This is an optimization exercise on Yosys and OpenROAD, whose aim is small area, not a production implementation.
The RTL was checked by simulation tests, not by an equivalence proof against the original design.
Power is estimated from default activity; no workload was simulated.

==> flow/design.v <==
package ex_isa_pkg;
    typedef logic [31:0] word_t;        
    typedef logic [4:0]  reg_idx_t;     
    typedef logic [4:0]  shamt_t;       
    typedef logic [6:0]  opcode_t;      
    typedef logic [2:0]  funct3_t;      
    typedef logic [6:0]  funct7_t;      
    localparam opcode_t OPC_OP     = 7'b0110011;     
    localparam opcode_t OPC_OP_IMM = 7'b0010011;     
    localparam opcode_t OPC_LUI    = 7'b0110111;     
    localparam opcode_t OPC_AUIPC  = 7'b0010111;     
    localparam opcode_t OPC_BRANCH = 7'b1100011;     
    localparam opcode_t OPC_JAL    = 7'b1101111;     
    localparam opcode_t OPC_JALR   = 7'b1100111;     
    localparam funct3_t F3_ADD  = 3'b000;     
    localparam funct3_t F3_SLL  = 3'b001;     
    localparam funct3_t F3_SLT  = 3'b010;     
    localparam funct3_t F3_SLTU = 3'b011;     
    localparam funct3_t F3_XOR  = 3'b100;
    localparam funct3_t F3_SR   = 3'b101;     
    localparam funct3_t F3_OR   = 3'b110;
    localparam funct3_t F3_AND  = 3'b111;
    localparam funct3_t F3_BEQ  = 3'b000;
    localparam funct3_t F3_BNE  = 3'b001;
    localparam funct3_t F3_BLT  = 3'b100;
    localparam funct3_t F3_BGE  = 3'b101;
    localparam funct3_t F3_BLTU = 3'b110;
    localparam funct3_t F3_BGEU = 3'b111;
    localparam funct3_t F3_JALR = 3'b000;     
    localparam funct7_t FUNCT7_BASE = 7'b0000000;     
    localparam funct7_t FUNCT7_ALT  = 7'b0100000;     
    localparam word_t INSTR_BYTES = 32'd4;     
endpackage
package ex_ctrl_pkg;
    typedef enum logic [3:0] {
        ALU_ADD,
        ALU_SUB,
        ALU_SLL,
        ALU_SLT,      
        ALU_SLTU,     
        ALU_XOR,
        ALU_SRL,
        ALU_SRA,      
        ALU_OR,
        ALU_AND
    } alu_op_e;
    typedef enum logic [1:0] {
        OPA_RS1,      
        OPA_PC,       
        OPA_ZERO      
    } opa_sel_e;
    typedef enum logic {
        OPB_RS2,
        OPB_IMM
    } opb_sel_e;
    typedef enum logic [3:0] {
        BR_NONE,      
        BR_EQ,
        BR_NE,
        BR_LT,
        BR_GE,
        BR_LTU,
        BR_GEU,
        BR_JAL,       
        BR_JALR       
    } br_cond_e;
    typedef enum logic {
        RES_ALU,
        RES_LINK      
    } res_sel_e;
endpackage
module ex_add32 (input logic [31:0] a, input logic [31:0] b, input logic ci, output logic [31:0] s, output logic co);
    logic [31:0] p0;
    assign p0 = a ^ b;
    logic g_0_0;  assign g_0_0 = ci;
    logic g_1_1, p_1_1;  assign g_1_1 = a[0] & b[0];  assign p_1_1 = p0[0];
    logic g_2_2, p_2_2;  assign g_2_2 = a[1] & b[1];  assign p_2_2 = p0[1];
    logic g_3_3, p_3_3;  assign g_3_3 = a[2] & b[2];  assign p_3_3 = p0[2];
    logic g_4_4, p_4_4;  assign g_4_4 = a[3] & b[3];  assign p_4_4 = p0[3];
    logic g_5_5, p_5_5;  assign g_5_5 = a[4] & b[4];  assign p_5_5 = p0[4];
    logic g_6_6, p_6_6;  assign g_6_6 = a[5] & b[5];  assign p_6_6 = p0[5];
    logic g_7_7, p_7_7;  assign g_7_7 = a[6] & b[6];  assign p_7_7 = p0[6];
    logic g_8_8, p_8_8;  assign g_8_8 = a[7] & b[7];  assign p_8_8 = p0[7];
    logic g_9_9, p_9_9;  assign g_9_9 = a[8] & b[8];  assign p_9_9 = p0[8];
    logic g_10_10, p_10_10;  assign g_10_10 = a[9] & b[9];  assign p_10_10 = p0[9];
    logic g_11_11, p_11_11;  assign g_11_11 = a[10] & b[10];  assign p_11_11 = p0[10];
    logic g_12_12, p_12_12;  assign g_12_12 = a[11] & b[11];  assign p_12_12 = p0[11];
    logic g_13_13, p_13_13;  assign g_13_13 = a[12] & b[12];  assign p_13_13 = p0[12];
    logic g_14_14, p_14_14;  assign g_14_14 = a[13] & b[13];  assign p_14_14 = p0[13];
    logic g_15_15, p_15_15;  assign g_15_15 = a[14] & b[14];  assign p_15_15 = p0[14];
    logic g_16_16, p_16_16;  assign g_16_16 = a[15] & b[15];  assign p_16_16 = p0[15];
    logic g_17_17, p_17_17;  assign g_17_17 = a[16] & b[16];  assign p_17_17 = p0[16];
    logic g_18_18, p_18_18;  assign g_18_18 = a[17] & b[17];  assign p_18_18 = p0[17];
    logic g_19_19, p_19_19;  assign g_19_19 = a[18] & b[18];  assign p_19_19 = p0[18];
    logic g_20_20, p_20_20;  assign g_20_20 = a[19] & b[19];  assign p_20_20 = p0[19];
    logic g_21_21, p_21_21;  assign g_21_21 = a[20] & b[20];  assign p_21_21 = p0[20];
    logic g_22_22, p_22_22;  assign g_22_22 = a[21] & b[21];  assign p_22_22 = p0[21];
    logic g_23_23, p_23_23;  assign g_23_23 = a[22] & b[22];  assign p_23_23 = p0[22];
    logic g_24_24, p_24_24;  assign g_24_24 = a[23] & b[23];  assign p_24_24 = p0[23];
    logic g_25_25, p_25_25;  assign g_25_25 = a[24] & b[24];  assign p_25_25 = p0[24];
    logic g_26_26, p_26_26;  assign g_26_26 = a[25] & b[25];  assign p_26_26 = p0[25];
    logic g_27_27, p_27_27;  assign g_27_27 = a[26] & b[26];  assign p_27_27 = p0[26];
    logic g_28_28, p_28_28;  assign g_28_28 = a[27] & b[27];  assign p_28_28 = p0[27];
    logic g_29_29, p_29_29;  assign g_29_29 = a[28] & b[28];  assign p_29_29 = p0[28];
    logic g_30_30, p_30_30;  assign g_30_30 = a[29] & b[29];  assign p_30_30 = p0[29];
    logic g_31_31, p_31_31;  assign g_31_31 = a[30] & b[30];  assign p_31_31 = p0[30];
    logic g_32_32, p_32_32;  assign g_32_32 = a[31] & b[31];  assign p_32_32 = p0[31];
    logic g_1_0;  assign g_1_0 = g_1_1 | (p_1_1 & g_0_0);
    logic g_2_0;  assign g_2_0 = g_2_2 | (p_2_2 & g_1_0);
    logic g_3_0;  assign g_3_0 = g_3_3 | (p_3_3 & g_2_0);
    logic g_4_0;  assign g_4_0 = g_4_4 | (p_4_4 & g_3_0);
    logic g_6_5;  assign g_6_5 = g_6_6 | (p_6_6 & g_5_5);
    logic p_6_5;  assign p_6_5 = p_6_6 & p_5_5;
    logic g_8_7;  assign g_8_7 = g_8_8 | (p_8_8 & g_7_7);
    logic p_8_7;  assign p_8_7 = p_8_8 & p_7_7;
    logic g_10_9;  assign g_10_9 = g_10_10 | (p_10_10 & g_9_9);
    logic p_10_9;  assign p_10_9 = p_10_10 & p_9_9;
    logic g_12_11;  assign g_12_11 = g_12_12 | (p_12_12 & g_11_11);
    logic p_12_11;  assign p_12_11 = p_12_12 & p_11_11;
    logic g_14_13;  assign g_14_13 = g_14_14 | (p_14_14 & g_13_13);
    logic p_14_13;  assign p_14_13 = p_14_14 & p_13_13;
    logic g_16_15;  assign g_16_15 = g_16_16 | (p_16_16 & g_15_15);
    logic p_16_15;  assign p_16_15 = p_16_16 & p_15_15;
    logic g_18_17;  assign g_18_17 = g_18_18 | (p_18_18 & g_17_17);
    logic p_18_17;  assign p_18_17 = p_18_18 & p_17_17;
    logic g_20_19;  assign g_20_19 = g_20_20 | (p_20_20 & g_19_19);
    logic p_20_19;  assign p_20_19 = p_20_20 & p_19_19;
    logic g_22_21;  assign g_22_21 = g_22_22 | (p_22_22 & g_21_21);
    logic p_22_21;  assign p_22_21 = p_22_22 & p_21_21;
    logic g_24_23;  assign g_24_23 = g_24_24 | (p_24_24 & g_23_23);
    logic p_24_23;  assign p_24_23 = p_24_24 & p_23_23;
    logic g_26_25;  assign g_26_25 = g_26_26 | (p_26_26 & g_25_25);
    logic p_26_25;  assign p_26_25 = p_26_26 & p_25_25;
    logic g_28_27;  assign g_28_27 = g_28_28 | (p_28_28 & g_27_27);
    logic p_28_27;  assign p_28_27 = p_28_28 & p_27_27;
    logic g_30_29;  assign g_30_29 = g_30_30 | (p_30_30 & g_29_29);
    logic p_30_29;  assign p_30_29 = p_30_30 & p_29_29;
    logic g_32_31;  assign g_32_31 = g_32_32 | (p_32_32 & g_31_31);
    logic p_32_31;  assign p_32_31 = p_32_32 & p_31_31;
    logic g_7_5;  assign g_7_5 = g_7_7 | (p_7_7 & g_6_5);
    logic p_7_5;  assign p_7_5 = p_7_7 & p_6_5;
    logic g_8_5;  assign g_8_5 = g_8_7 | (p_8_7 & g_6_5);
    logic p_8_5;  assign p_8_5 = p_8_7 & p_6_5;
    logic g_11_9;  assign g_11_9 = g_11_11 | (p_11_11 & g_10_9);
    logic p_11_9;  assign p_11_9 = p_11_11 & p_10_9;
    logic g_12_9;  assign g_12_9 = g_12_11 | (p_12_11 & g_10_9);
    logic p_12_9;  assign p_12_9 = p_12_11 & p_10_9;
    logic g_15_13;  assign g_15_13 = g_15_15 | (p_15_15 & g_14_13);
    logic p_15_13;  assign p_15_13 = p_15_15 & p_14_13;
    logic g_16_13;  assign g_16_13 = g_16_15 | (p_16_15 & g_14_13);
    logic p_16_13;  assign p_16_13 = p_16_15 & p_14_13;
    logic g_19_17;  assign g_19_17 = g_19_19 | (p_19_19 & g_18_17);
    logic p_19_17;  assign p_19_17 = p_19_19 & p_18_17;
    logic g_20_17;  assign g_20_17 = g_20_19 | (p_20_19 & g_18_17);
    logic p_20_17;  assign p_20_17 = p_20_19 & p_18_17;
    logic g_23_21;  assign g_23_21 = g_23_23 | (p_23_23 & g_22_21);
    logic p_23_21;  assign p_23_21 = p_23_23 & p_22_21;
    logic g_24_21;  assign g_24_21 = g_24_23 | (p_24_23 & g_22_21);
    logic p_24_21;  assign p_24_21 = p_24_23 & p_22_21;
    logic g_27_25;  assign g_27_25 = g_27_27 | (p_27_27 & g_26_25);
    logic p_27_25;  assign p_27_25 = p_27_27 & p_26_25;
    logic g_28_25;  assign g_28_25 = g_28_27 | (p_28_27 & g_26_25);
    logic p_28_25;  assign p_28_25 = p_28_27 & p_26_25;
    logic g_31_29;  assign g_31_29 = g_31_31 | (p_31_31 & g_30_29);
    logic p_31_29;  assign p_31_29 = p_31_31 & p_30_29;
    logic g_32_29;  assign g_32_29 = g_32_31 | (p_32_31 & g_30_29);
    logic p_32_29;  assign p_32_29 = p_32_31 & p_30_29;
    logic g_9_5;  assign g_9_5 = g_9_9 | (p_9_9 & g_8_5);
    logic p_9_5;  assign p_9_5 = p_9_9 & p_8_5;
    logic g_10_5;  assign g_10_5 = g_10_9 | (p_10_9 & g_8_5);
    logic p_10_5;  assign p_10_5 = p_10_9 & p_8_5;
    logic g_11_5;  assign g_11_5 = g_11_9 | (p_11_9 & g_8_5);
    logic p_11_5;  assign p_11_5 = p_11_9 & p_8_5;
    logic g_12_5;  assign g_12_5 = g_12_9 | (p_12_9 & g_8_5);
    logic p_12_5;  assign p_12_5 = p_12_9 & p_8_5;
    logic g_17_13;  assign g_17_13 = g_17_17 | (p_17_17 & g_16_13);
    logic p_17_13;  assign p_17_13 = p_17_17 & p_16_13;
    logic g_18_13;  assign g_18_13 = g_18_17 | (p_18_17 & g_16_13);
    logic p_18_13;  assign p_18_13 = p_18_17 & p_16_13;
    logic g_19_13;  assign g_19_13 = g_19_17 | (p_19_17 & g_16_13);
    logic p_19_13;  assign p_19_13 = p_19_17 & p_16_13;
    logic g_20_13;  assign g_20_13 = g_20_17 | (p_20_17 & g_16_13);
    logic p_20_13;  assign p_20_13 = p_20_17 & p_16_13;
    logic g_25_21;  assign g_25_21 = g_25_25 | (p_25_25 & g_24_21);
    logic p_25_21;  assign p_25_21 = p_25_25 & p_24_21;
    logic g_26_21;  assign g_26_21 = g_26_25 | (p_26_25 & g_24_21);
    logic p_26_21;  assign p_26_21 = p_26_25 & p_24_21;
    logic g_27_21;  assign g_27_21 = g_27_25 | (p_27_25 & g_24_21);
    logic p_27_21;  assign p_27_21 = p_27_25 & p_24_21;
    logic g_28_21;  assign g_28_21 = g_28_25 | (p_28_25 & g_24_21);
    logic p_28_21;  assign p_28_21 = p_28_25 & p_24_21;
    logic g_13_5;  assign g_13_5 = g_13_13 | (p_13_13 & g_12_5);
    logic p_13_5;  assign p_13_5 = p_13_13 & p_12_5;
    logic g_14_5;  assign g_14_5 = g_14_13 | (p_14_13 & g_12_5);
    logic p_14_5;  assign p_14_5 = p_14_13 & p_12_5;
    logic g_15_5;  assign g_15_5 = g_15_13 | (p_15_13 & g_12_5);
    logic p_15_5;  assign p_15_5 = p_15_13 & p_12_5;
    logic g_16_5;  assign g_16_5 = g_16_13 | (p_16_13 & g_12_5);
    logic p_16_5;  assign p_16_5 = p_16_13 & p_12_5;
    logic g_17_5;  assign g_17_5 = g_17_13 | (p_17_13 & g_12_5);
    logic p_17_5;  assign p_17_5 = p_17_13 & p_12_5;
    logic g_18_5;  assign g_18_5 = g_18_13 | (p_18_13 & g_12_5);
    logic p_18_5;  assign p_18_5 = p_18_13 & p_12_5;
    logic g_19_5;  assign g_19_5 = g_19_13 | (p_19_13 & g_12_5);
    logic p_19_5;  assign p_19_5 = p_19_13 & p_12_5;
    logic g_20_5;  assign g_20_5 = g_20_13 | (p_20_13 & g_12_5);
    logic p_20_5;  assign p_20_5 = p_20_13 & p_12_5;
    logic g_29_21;  assign g_29_21 = g_29_29 | (p_29_29 & g_28_21);
    logic p_29_21;  assign p_29_21 = p_29_29 & p_28_21;
    logic g_30_21;  assign g_30_21 = g_30_29 | (p_30_29 & g_28_21);
    logic p_30_21;  assign p_30_21 = p_30_29 & p_28_21;
    logic g_31_21;  assign g_31_21 = g_31_29 | (p_31_29 & g_28_21);
    logic p_31_21;  assign p_31_21 = p_31_29 & p_28_21;
    logic g_32_21;  assign g_32_21 = g_32_29 | (p_32_29 & g_28_21);
    logic p_32_21;  assign p_32_21 = p_32_29 & p_28_21;
    logic g_21_5;  assign g_21_5 = g_21_21 | (p_21_21 & g_20_5);
    logic p_21_5;  assign p_21_5 = p_21_21 & p_20_5;
    logic g_22_5;  assign g_22_5 = g_22_21 | (p_22_21 & g_20_5);
    logic p_22_5;  assign p_22_5 = p_22_21 & p_20_5;
    logic g_23_5;  assign g_23_5 = g_23_21 | (p_23_21 & g_20_5);
    logic p_23_5;  assign p_23_5 = p_23_21 & p_20_5;
    logic g_24_5;  assign g_24_5 = g_24_21 | (p_24_21 & g_20_5);
    logic p_24_5;  assign p_24_5 = p_24_21 & p_20_5;
    logic g_25_5;  assign g_25_5 = g_25_21 | (p_25_21 & g_20_5);
    logic p_25_5;  assign p_25_5 = p_25_21 & p_20_5;
    logic g_26_5;  assign g_26_5 = g_26_21 | (p_26_21 & g_20_5);
    logic p_26_5;  assign p_26_5 = p_26_21 & p_20_5;
    logic g_27_5;  assign g_27_5 = g_27_21 | (p_27_21 & g_20_5);
    logic p_27_5;  assign p_27_5 = p_27_21 & p_20_5;
    logic g_28_5;  assign g_28_5 = g_28_21 | (p_28_21 & g_20_5);
    logic p_28_5;  assign p_28_5 = p_28_21 & p_20_5;
    logic g_29_5;  assign g_29_5 = g_29_21 | (p_29_21 & g_20_5);
    logic p_29_5;  assign p_29_5 = p_29_21 & p_20_5;
    logic g_30_5;  assign g_30_5 = g_30_21 | (p_30_21 & g_20_5);
    logic p_30_5;  assign p_30_5 = p_30_21 & p_20_5;
    logic g_31_5;  assign g_31_5 = g_31_21 | (p_31_21 & g_20_5);
    logic p_31_5;  assign p_31_5 = p_31_21 & p_20_5;
    logic g_32_5;  assign g_32_5 = g_32_21 | (p_32_21 & g_20_5);
    logic p_32_5;  assign p_32_5 = p_32_21 & p_20_5;
    logic g_5_0;  assign g_5_0 = g_5_5 | (p_5_5 & g_4_0);
    logic g_6_0;  assign g_6_0 = g_6_5 | (p_6_5 & g_4_0);
    logic g_7_0;  assign g_7_0 = g_7_5 | (p_7_5 & g_4_0);
    logic g_8_0;  assign g_8_0 = g_8_5 | (p_8_5 & g_4_0);
    logic g_9_0;  assign g_9_0 = g_9_5 | (p_9_5 & g_4_0);
    logic g_10_0;  assign g_10_0 = g_10_5 | (p_10_5 & g_4_0);
    logic g_11_0;  assign g_11_0 = g_11_5 | (p_11_5 & g_4_0);
    logic g_12_0;  assign g_12_0 = g_12_5 | (p_12_5 & g_4_0);
    logic g_13_0;  assign g_13_0 = g_13_5 | (p_13_5 & g_4_0);
    logic g_14_0;  assign g_14_0 = g_14_5 | (p_14_5 & g_4_0);
    logic g_15_0;  assign g_15_0 = g_15_5 | (p_15_5 & g_4_0);
    logic g_16_0;  assign g_16_0 = g_16_5 | (p_16_5 & g_4_0);
    logic g_17_0;  assign g_17_0 = g_17_5 | (p_17_5 & g_4_0);
    logic g_18_0;  assign g_18_0 = g_18_5 | (p_18_5 & g_4_0);
    logic g_19_0;  assign g_19_0 = g_19_5 | (p_19_5 & g_4_0);
    logic g_20_0;  assign g_20_0 = g_20_5 | (p_20_5 & g_4_0);
    logic g_21_0;  assign g_21_0 = g_21_5 | (p_21_5 & g_4_0);
    logic g_22_0;  assign g_22_0 = g_22_5 | (p_22_5 & g_4_0);
    logic g_23_0;  assign g_23_0 = g_23_5 | (p_23_5 & g_4_0);
    logic g_24_0;  assign g_24_0 = g_24_5 | (p_24_5 & g_4_0);
    logic g_25_0;  assign g_25_0 = g_25_5 | (p_25_5 & g_4_0);
    logic g_26_0;  assign g_26_0 = g_26_5 | (p_26_5 & g_4_0);
    logic g_27_0;  assign g_27_0 = g_27_5 | (p_27_5 & g_4_0);
    logic g_28_0;  assign g_28_0 = g_28_5 | (p_28_5 & g_4_0);
    logic g_29_0;  assign g_29_0 = g_29_5 | (p_29_5 & g_4_0);
    logic g_30_0;  assign g_30_0 = g_30_5 | (p_30_5 & g_4_0);
    logic g_31_0;  assign g_31_0 = g_31_5 | (p_31_5 & g_4_0);
    logic g_32_0;  assign g_32_0 = g_32_5 | (p_32_5 & g_4_0);
    assign s[0] = p0[0] ^ g_0_0;
    assign s[1] = p0[1] ^ g_1_0;
    assign s[2] = p0[2] ^ g_2_0;
    assign s[3] = p0[3] ^ g_3_0;
    assign s[4] = p0[4] ^ g_4_0;
    assign s[5] = p0[5] ^ g_5_0;
    assign s[6] = p0[6] ^ g_6_0;
    assign s[7] = p0[7] ^ g_7_0;
    assign s[8] = p0[8] ^ g_8_0;
    assign s[9] = p0[9] ^ g_9_0;
    assign s[10] = p0[10] ^ g_10_0;
    assign s[11] = p0[11] ^ g_11_0;
    assign s[12] = p0[12] ^ g_12_0;
    assign s[13] = p0[13] ^ g_13_0;
    assign s[14] = p0[14] ^ g_14_0;
    assign s[15] = p0[15] ^ g_15_0;
    assign s[16] = p0[16] ^ g_16_0;
    assign s[17] = p0[17] ^ g_17_0;
    assign s[18] = p0[18] ^ g_18_0;
    assign s[19] = p0[19] ^ g_19_0;
    assign s[20] = p0[20] ^ g_20_0;
    assign s[21] = p0[21] ^ g_21_0;
    assign s[22] = p0[22] ^ g_22_0;
    assign s[23] = p0[23] ^ g_23_0;
    assign s[24] = p0[24] ^ g_24_0;
    assign s[25] = p0[25] ^ g_25_0;
    assign s[26] = p0[26] ^ g_26_0;
    assign s[27] = p0[27] ^ g_27_0;
    assign s[28] = p0[28] ^ g_28_0;
    assign s[29] = p0[29] ^ g_29_0;
    assign s[30] = p0[30] ^ g_30_0;
    assign s[31] = p0[31] ^ g_31_0;
    assign co = g_32_0;
endmodule
module ex_add11 (input logic [10:0] a, input logic [10:0] b, input logic ci, output logic [10:0] s, output logic co);
    logic [10:0] p0;
    assign p0 = a ^ b;
    logic g_0_0;  assign g_0_0 = ci;
    logic g_1_1, p_1_1;  assign g_1_1 = a[0] & b[0];  assign p_1_1 = p0[0];
    logic g_2_2, p_2_2;  assign g_2_2 = a[1] & b[1];  assign p_2_2 = p0[1];
    logic g_3_3, p_3_3;  assign g_3_3 = a[2] & b[2];  assign p_3_3 = p0[2];
    logic g_4_4, p_4_4;  assign g_4_4 = a[3] & b[3];  assign p_4_4 = p0[3];
    logic g_5_5, p_5_5;  assign g_5_5 = a[4] & b[4];  assign p_5_5 = p0[4];
    logic g_6_6, p_6_6;  assign g_6_6 = a[5] & b[5];  assign p_6_6 = p0[5];
    logic g_7_7, p_7_7;  assign g_7_7 = a[6] & b[6];  assign p_7_7 = p0[6];
    logic g_8_8, p_8_8;  assign g_8_8 = a[7] & b[7];  assign p_8_8 = p0[7];
    logic g_9_9, p_9_9;  assign g_9_9 = a[8] & b[8];  assign p_9_9 = p0[8];
    logic g_10_10, p_10_10;  assign g_10_10 = a[9] & b[9];  assign p_10_10 = p0[9];
    logic g_11_11, p_11_11;  assign g_11_11 = a[10] & b[10];  assign p_11_11 = p0[10];
    logic g_1_0;  assign g_1_0 = g_1_1 | (p_1_1 & g_0_0);
    logic g_3_2;  assign g_3_2 = g_3_3 | (p_3_3 & g_2_2);
    logic p_3_2;  assign p_3_2 = p_3_3 & p_2_2;
    logic g_5_4;  assign g_5_4 = g_5_5 | (p_5_5 & g_4_4);
    logic p_5_4;  assign p_5_4 = p_5_5 & p_4_4;
    logic g_7_6;  assign g_7_6 = g_7_7 | (p_7_7 & g_6_6);
    logic p_7_6;  assign p_7_6 = p_7_7 & p_6_6;
    logic g_9_8;  assign g_9_8 = g_9_9 | (p_9_9 & g_8_8);
    logic p_9_8;  assign p_9_8 = p_9_9 & p_8_8;
    logic g_11_10;  assign g_11_10 = g_11_11 | (p_11_11 & g_10_10);
    logic p_11_10;  assign p_11_10 = p_11_11 & p_10_10;
    logic g_2_0;  assign g_2_0 = g_2_2 | (p_2_2 & g_1_0);
    logic g_3_0;  assign g_3_0 = g_3_2 | (p_3_2 & g_1_0);
    logic g_6_4;  assign g_6_4 = g_6_6 | (p_6_6 & g_5_4);
    logic p_6_4;  assign p_6_4 = p_6_6 & p_5_4;
    logic g_7_4;  assign g_7_4 = g_7_6 | (p_7_6 & g_5_4);
    logic p_7_4;  assign p_7_4 = p_7_6 & p_5_4;
    logic g_10_8;  assign g_10_8 = g_10_10 | (p_10_10 & g_9_8);
    logic p_10_8;  assign p_10_8 = p_10_10 & p_9_8;
    logic g_11_8;  assign g_11_8 = g_11_10 | (p_11_10 & g_9_8);
    logic p_11_8;  assign p_11_8 = p_11_10 & p_9_8;
    logic g_4_0;  assign g_4_0 = g_4_4 | (p_4_4 & g_3_0);
    logic g_5_0;  assign g_5_0 = g_5_4 | (p_5_4 & g_3_0);
    logic g_6_0;  assign g_6_0 = g_6_4 | (p_6_4 & g_3_0);
    logic g_7_0;  assign g_7_0 = g_7_4 | (p_7_4 & g_3_0);
    logic g_8_0;  assign g_8_0 = g_8_8 | (p_8_8 & g_7_0);
    logic g_9_0;  assign g_9_0 = g_9_8 | (p_9_8 & g_7_0);
    logic g_10_0;  assign g_10_0 = g_10_8 | (p_10_8 & g_7_0);
    logic g_11_0;  assign g_11_0 = g_11_8 | (p_11_8 & g_7_0);
    assign s[0] = p0[0] ^ g_0_0;
    assign s[1] = p0[1] ^ g_1_0;
    assign s[2] = p0[2] ^ g_2_0;
    assign s[3] = p0[3] ^ g_3_0;
    assign s[4] = p0[4] ^ g_4_0;
    assign s[5] = p0[5] ^ g_5_0;
    assign s[6] = p0[6] ^ g_6_0;
    assign s[7] = p0[7] ^ g_7_0;
    assign s[8] = p0[8] ^ g_8_0;
    assign s[9] = p0[9] ^ g_9_0;
    assign s[10] = p0[10] ^ g_10_0;
    assign co = g_11_0;
endmodule
module ex_top (
    input  logic        clk,
    input  logic        reset,
    input  logic        in_valid,
    input  logic [31:0] pc,
    input  logic [31:0] instr,
    input  logic [31:0] rs1_data,
    input  logic [31:0] rs2_data,
    output logic        out_valid,
    output logic [31:0] result,
    output logic [4:0]  rd,
    output logic        rd_write,
    output logic        redirect,
    output logic        illegal,
    output logic [31:0] target
);
    logic [6:0] op;
    logic [2:0] f3;
    logic [6:0] f7;
    assign op = instr[6:0];
    assign f3 = instr[14:12];
    assign f7 = instr[31:25];
    logic is_op, is_opi, is_lui, is_auipc, is_br, is_jal, is_jalr;
    logic base, alt, legal, writes;
    assign is_op    = (op == 7'b0110011);
    assign is_opi   = (op == 7'b0010011);
    assign is_lui   = (op == 7'b0110111);
    assign is_auipc = (op == 7'b0010111);
    assign is_br    = (op == 7'b1100011);
    assign is_jal   = (op == 7'b1101111);
    assign is_jalr  = (op == 7'b1100111);
    assign base     = (f7 == 7'b0000000);
    assign alt      = (f7 == 7'b0100000);
    always_comb begin
        legal = 1'b0;
        if (is_op)
            legal = base || (alt && (f3 == 3'b000 || f3 == 3'b101));
        else if (is_opi)
            legal = (f3 == 3'b001) ? base : (f3 == 3'b101) ? (base || alt) : 1'b1;
        else if (is_lui || is_auipc || is_jal)
            legal = 1'b1;
        else if (is_br)
            legal = (f3[2:1] != 2'b01);
        else if (is_jalr)
            legal = (f3 == 3'b000);
    end
    assign writes = !is_br;
    logic jump, use_pc, use_rs1, use_rev, use_rs2, is_u, is_j, is_i, alu_mode, sub;
    assign jump     = instr[6] & instr[2];                   
    assign is_u     = instr[4] & instr[2];                   
    assign is_j     = instr[3];                              
    assign is_i     = !is_u && !is_j;                        
    assign alu_mode = instr[4] & !instr[2];                  
    assign use_pc   = instr[3] | (is_u & !instr[5]);         
    assign use_rev  = alu_mode & (f3 == 3'b001);             
    assign use_rs1  = (!instr[2] | (instr[6] & !instr[3])) & !use_rev;   
    assign use_rs2  = instr[5] & !instr[2];                  
    assign sub      = (!instr[4] & !instr[2]) | (alu_mode & ((f3[2:1] == 2'b01) |
                                               (instr[5] & f3 == 3'b000 & instr[30])));
    logic [31:0] imm_a, rs1_rev, opa, opb, opbx;
    assign imm_a[0]     = is_i & instr[20];
    assign imm_a[10:1]  = is_u ? 10'b0 : instr[30:21];
    assign imm_a[11]    = is_i ? instr[31] : (is_j & instr[20]);
    assign imm_a[19:12] = is_i ? {8{instr[31]}} : instr[19:12];
    assign imm_a[30:20] = is_u ? instr[30:20] : {11{instr[31]}};
    assign imm_a[31]    = instr[31];
    for (genvar i = 0; i < 32; i++) begin : g_rev
        assign rs1_rev[i] = rs1_data[31-i];
    end
    assign opa  = (rs1_data & {32{use_rs1}}) | (pc & {32{use_pc}}) | (rs1_rev & {32{use_rev}});
    assign opb  = use_rs2 ? rs2_data : imm_a;
    assign opbx = opb ^ {32{sub}};
    logic [31:0] suma, p, g;
    logic        carry;
    ex_add32 i_adda (.a(opa), .b(opbx), .ci(sub), .s(suma), .co(carry));
    assign p = opa ^ opbx;
    assign g = opa & opbx;
    logic ltu, lt, eq;
    assign ltu = !carry;
    assign lt  = ltu ^ opa[31] ^ opb[31];
    assign eq  = &p;
    logic        fill;
    logic [4:0]  shamt;
    logic [31:0] s0, s1, s2, s3, s4, shr;
    assign fill  = instr[30] & opa[31];
    assign shamt = opb[4:0];
    for (genvar i = 0; i < 32; i++) begin : g_sh
        assign s0[i]  = shamt[4] ? ((i < 16) ? opa[i+16] : fill) : opa[i];
        assign s1[i]  = shamt[3] ? ((i < 24) ? s0[i+8]   : fill) : s0[i];
        assign s2[i]  = shamt[2] ? ((i < 28) ? s1[i+4]   : fill) : s1[i];
        assign s3[i]  = shamt[1] ? ((i < 30) ? s2[i+2]   : fill) : s2[i];
        assign s4[i]  = shamt[0] ? ((i < 31) ? s3[i+1]   : fill) : s3[i];
        assign shr[i] = s4[i];
    end
    logic sel_add, sel_sll, sel_sr, sel_p, sel_g, sel_slt;
    assign sel_add = !alu_mode | (f3 == 3'b000);
    assign sel_sll = alu_mode & (f3 == 3'b001);
    assign sel_sr  = alu_mode & (f3 == 3'b101);
    assign sel_slt = alu_mode & (f3[2:1] == 2'b01);
    assign sel_p   = alu_mode & (f3 == 3'b100 || f3 == 3'b110);     
    assign sel_g   = alu_mode & (f3[2:1] == 2'b11);                 
    logic [31:0] alu_out;
    logic        slt_bit;
    assign slt_bit = f3[0] ? ltu : lt;
    for (genvar i = 0; i < 32; i++) begin : g_res
        assign alu_out[i] = (suma[i] & sel_add) | (p[i] & sel_p) | (g[i] & sel_g) |
                            (shr[i] & sel_sr) | (shr[31-i] & sel_sll) |
                            ((i == 0) & slt_bit & sel_slt);
    end
    logic        is_b, sgn, c12;
    logic [11:1] immb;
    logic [31:0] sumb;
    logic [31:12] xb, pxb;
    assign is_b       = !instr[2];
    assign immb[1]    = is_b & instr[8];
    assign immb[2]    = is_b ? instr[9] : 1'b1;
    assign immb[4:3]  = {2{is_b}} & instr[11:10];
    assign immb[10:5] = {6{is_b}} & instr[30:25];
    assign immb[11]   = is_b & instr[7];
    assign sgn        = is_b & instr[31];
    assign sumb[0]    = pc[0];
    ex_add11 i_addb (.a(pc[11:1]), .b(immb[11:1]), .ci(1'b0), .s(sumb[11:1]), .co(c12));
    assign xb = pc[31:12] ^ {20{sgn}};
    assign pxb[12] = 1'b1;
    for (genvar i = 13; i < 32; i++) begin : g_pxb
        assign pxb[i] = pxb[i-1] & xb[i-1];
    end
    assign sumb[31:12] = pc[31:12] ^ ({20{c12 ^ sgn}} & pxb);
    logic taken, cond;
    assign cond  = f3[2] ? (f3[1] ? ltu : lt) : eq;
    assign taken = cond ^ f3[0];
    logic        rd_write_d, redirect_d;
    logic [31:0] result_d, target_d;
    assign rd_write_d = legal && writes && (instr[11:7] != 5'd0);
    assign redirect_d = legal && (jump || (is_br && taken));
    assign result_d   = jump ? sumb : alu_out;
    assign target_d   = jump ? {suma[31:1], suma[0] & instr[3]} : sumb;
    always_ff @(posedge clk) begin
        if (reset) begin
            out_valid <= 1'b0;
            rd_write  <= 1'b0;
            redirect  <= 1'b0;
            illegal   <= 1'b0;
        end else begin
            out_valid <= in_valid;
            rd_write  <= in_valid && rd_write_d;
            redirect  <= in_valid && redirect_d;
            illegal   <= in_valid && !legal;
        end
    end
    always_ff @(posedge clk) begin
        result <= result_d;
        rd     <= instr[11:7];
        target <= target_d;
    end
endmodule
==> flow/flow/run.sh <==
#!/bin/bash
# The standard layout (standard.sh) with settings that save area:
# - synthesis maps with abc_area.script (choices, delay-oriented mapping, then
#   area-only standard-cell mapping with mux matching) instead of ORFS's area
#   script; everything else in the ORFS scripts is unchanged,
# - port buffers from the smallest buffer cell,
# - synthesis buffers removed at floorplan, non-critical gates downsized after
#   global routing,
# - clock tree from clkbuf_8 without dummy loads.
set -euo pipefail
rm -rf scripts_abc
cp -r "$FLOW_HOME/scripts" scripts_abc
cp flow/abc_area.script scripts_abc/abc_area.script
cat >> "$FLOW_CONFIG" <<'EOC'
export BUFFER_PORTS_ARGS = -buffer_cell sky130_fd_sc_hd__buf_1
export REMOVE_ABC_BUFFERS = 1
export RECOVER_POWER = 100
export CTS_ARGS = -sink_clustering_enable -repair_clock_nets -buf_list sky130_fd_sc_hd__clkbuf_8 -dont_use_dummy_load -sink_clustering_size 25 -sink_clustering_max_diameter 80
EOC
SCRIPTS_DIR="$PWD/scripts_abc" bash standard.sh > standard.log 2>&1
==> flow/flow/abc_area.script <==
strash
&get -n
&dch
&nf -p
&put
strash
dch
amap -m
buffer -c
topo
stime -c
upsize -c
dnsize -c
==> flow/standard.sh <==
#!/bin/bash
# synth_recipe.tcl (not shown) runs the flow's synth.tcl, then flattens the netlist and writes it again
# the make line also repeats each setting of config.mk as NAME=value (left out here)
make -C /OpenROAD-flow-scripts/flow DESIGN_CONFIG=/design/flow/config.mk WORK_HOME=/design/flow/orfs CLKGATE_MAP_FILE= SYNTH_SCRIPT=/design/flow/synth_recipe.tcl "${@:-finish}"
==> flow/config.mk <==
export PLATFORM = sky130hd
export DESIGN_NAME = ex_top
export DESIGN_NICKNAME = ex_top
export VERILOG_FILES = /design/flow/design.v
export SDC_FILE = /design/flow/constraint.sdc
export NUM_CORES = 4
export LEC_CHECK = 0
export ABC_AREA = 1
export CAP_MARGIN = 0
export CORE_MARGIN = 2
export CORE_UTILIZATION = 45
export GPL_TIMING_DRIVEN = 0
export SLEW_MARGIN = 0
export BUFFER_PORTS_ARGS = -buffer_cell sky130_fd_sc_hd__buf_1
export REMOVE_ABC_BUFFERS = 1
export RECOVER_POWER = 100
export CTS_ARGS = -sink_clustering_enable -repair_clock_nets -buf_list sky130_fd_sc_hd__clkbuf_8 -dont_use_dummy_load -sink_clustering_size 25 -sink_clustering_max_diameter 80
==> flow/constraint.sdc <==
create_clock -name core_clock -period 7.0 [get_ports {clk}]
set_input_delay 1.4000 -clock core_clock [delete_from_list [all_inputs] [get_ports {clk}]]
set_output_delay 1.4000 -clock core_clock [all_outputs]
set_load 0.01 [all_outputs]
==> results.yml <==
route:
  top_layer: "met4"
  first_pass_iters: 8
  postRouteAntennaNets: 0
  routed_wl_um: 35700
  wl_met1_um: 13900
  vias: 10200
  wl_met3_um: 3830
  drt_iter0_markers: 1184
  via_per_inst: 6.59
  detail_route.wl_per_cell_um: 23.1
  wl_met2_um: 15500
  drc_errors: 0
worst_hold_path:
  hp-class: "in -> reg"
  min_path_cells: 1
yosys:
  synth_commonest_cells: "nor2_1, o22ai_1, inv_1, a21oi_1, o21ai_0"
  ys.flop_type: "dfxtp_1"
  ys_warn_count: 1
  ys_seq_area_share_pct: 19.1
  synth_area_leaders: "dfxtp_1, o22ai_1, nor2_1, ha_1, a21oi_1"
  synth_edf_count: 0
  yosys.area.top_type: "dfxtp_1"
  synth_cell_type_count: 57
  synthArstFlopShare_pct: 0
  netlist_area_um2: 7660
  synth_top_area_share_pct: 19.1
  syn_avg_cell_area_um2: 6.55
  syn-instance-count: 1169
  ys_ff_latch: 73
  yosysMostFrequentCell: "nor2_1"
grt:
  antenna_found_initial: 0
  grt_pass1_vias: 9176
  grt_pass1_wl_um: 52100
  grtUsageTotal_pct: 37.8
  grt_max_degree: 59
  gr-total-overflow: 0
flow_run:
  maxCapViolations: 0
setup_path:
  critical_path_class: "in -> reg"
  critical-path-max-stage-delay_ns: 0.54
  cp_common_cell: "nor2_1"
  crit_cells: 27
  critical_path.top_delay_family: "compound AO/OA/AOI/OAI gates"
  path_buf_inv: 8
  crit_required_ns: 7.27
  worstPathMaxFanout: 34
  arrival_ns: 6.98
  end_kind: "register"
  startpoint_type: "input pin"
  slowest_stage: "o221ai_4"
floorplan:
  fp.dieW_um: 134
  initial_core_util_pct: 46.2
  io_pins: 204
  rows: 47
  dieArea_um2: 18100
  fp.dieH_um: 134
  core_area_um2: 16600
timing:
  min_period_ns: 6.71
  final_hold_viol_count: 0
  fmax_ghz: 0.149
  finalSetupTns_ns: 0
  slew_viol_final: 0
  fin_hold_ws_ns: 1.15
  min_period_over_period_pct: 95.9
  worst_slew_pin_slew_ns: 1.16
  relSlewSlack_pct: 22.7
  setup_viol: 0
cts:
  cts_buffer_depth: 2
  cts.clk_slew.worst_paths_ns: 0.09
  cts.htree.levels: 3
  cts-root-buf: "clkbuf_8"
  numCtsBuffers: 9
  holdBufCountCts: 0
  cts.sinks: 73
  cts_tree: "built"
cells_and_area:
  regArea_um2: 1460
  syn_to_final_growth_pct: 17.9
  layout.nets: 1509
  n_antenna_cell: 0
  final_util_pct: 54.5
  multi_input_area_um2: 5600
  fillers: 1791
  layout-drive-gt1-share_pct: 6.11
place:
  dp.final_hpwl_um: 27100
  gp_congestion: 0.981
  io_buffers: 203
outcome:
  status: "complete, no violations"
power_and_ir_drop:
  p_per_area_nw_per_um2: 212
  power.leakage_nw: 3.49
  ir_drop_mv: 0.109
==> report_power, final <==
part	internal, mW	switching (mW)	leakage [nW]
combinational	0.388	0.730	2.81
sequential	0.500	0.0208	0.615
clock	0.115	0.164	0.0647
==> routing by layer <==
| metal | global-route usage [%] | up-vias |
|---|---|---|
| li1 | - | 4736 |
| met1 | 47.8 | 4599 |
| met2 | 60.2 | 713 |
| met3 | 7.17 | 140 |
| met4 | 22.2 | 0 |
| met5 | 0 | - |
==> timing repair <==
item | in CTS | in global routing
resized for setup | 23 | 19
buffers inserted | 5 | 4
endpoints found under the hold margin | 0 | 0
pin swaps | 3 | 3
cloned | 2 | 2
endpoints found under the setup margin | 63 | 24
==> metrics by stage <==
stage	std cells	setup WS [ns]	power (mW)	instance area (um2)
after floorplan	1089	-1.46	1.23	7350
after global placement	1512	-5.37	1.56	8390
after detailed placement	1523	-3.43	1.58	8620
after CTS	1539	-0.0231	1.87	8910
after global routing	1546	-0.000107	2.04	9030
final	1546	0.286	1.92	9030
==> state kept, by name, summed over array words and instances, names as in the netlist <==
| register | count |
|---|---|
| rd | 5 |
| target | 32 |
| rd_write | 1 |
| out_valid | 1 |
| illegal | 1 |
| result | 32 |
| redirect | 1 |
==> cells by family (layout without fill, tap and decap cells) <==
logic type | Yosys count | after routing | synth area share, %
adders and majority gates | 50 | 50 | 8.85
and+or+nand+nor | 309 | 311 | 17.4
xor gates and xnor gates | 1 | 1 | 0.114
DFF | 73 | 73 | 19.1
AOI/OAI and AO/OA | 519 | 519 | 43.8
buffers and inverters | 217 | 372 | 10.8
==> placed cells by master (no fill, tap or decap), types with 7 or more instances in the layout <==
cell      Yosys  layout
nor2b_1       9       9
dfxtp_1      73      73
o21ai_0     103     100
inv_1       131     127
a221oi_1      9       9
o221ai_1     26      22
buf_1         5     201
a21oi_1     107     105
ha_1         43      43
o22a_1        9       9
o22ai_1     167     164
nor4_1       13      12
nor2_1      177     172
nand2_1      58      58
buf_8         0       7
buf_4         0       9
a222oi_1     37      37
fa_1          7       7
o21ai_1       4       7
nand4_1       8       8
clkbuf_8      0       9
nor3_1       22      19
==> final timing paths <==
path                     start          to
worst max-delay path  instr[2]  result[15]
worst min-delay path  instr[8]       rd[1]
==> cell type report <==
cell class / instances / area share [%]
Multi-Input combinational cell: 881 / 62.0
Sequential cell: 73 / 16.2
Timing Repair Buffer: 224 / 11.2
Inverter: 137 / 6.04
Tap cell: 220 / 3.05
Clock buffer: 9 / 1.37
Timing Repair inverter: 2 / 0.111

-- afterwards: timing with drivers on the ports --
The results above use ideal ports. As a check the final layout listed here was re-extracted and re-timed, cells and wires unchanged.
Step 1 (the two cells are an assumption about what drives the block):
set clk [get_ports {clk}]
set_driving_cell -lib_cell sky130_fd_sc_hd__clkbuf_16 $clk
set_driving_cell -lib_cell sky130_fd_sc_hd__buf_2 [delete_from_list [all_inputs] $clk]
Step 2 times the ports against the registers' clock, not the clock port: input delays grow and output delays shrink by t, the midpoint of the rising clock arrivals with the driver on.
Three values: ideal, step 1, step 2; two values: the first two.
shift t [ns]: 0.418
setup slack, ns: 0.286 / 0.305 / -0.114
worst setup path after step 2: input to register
pins driven straight from the clock port: 1
With both steps, setup timing fails in this run, where it was met with ideal ports. The setup slack of this run moves by +0.019 ns with the drivers and by -0.400 ns with both steps.
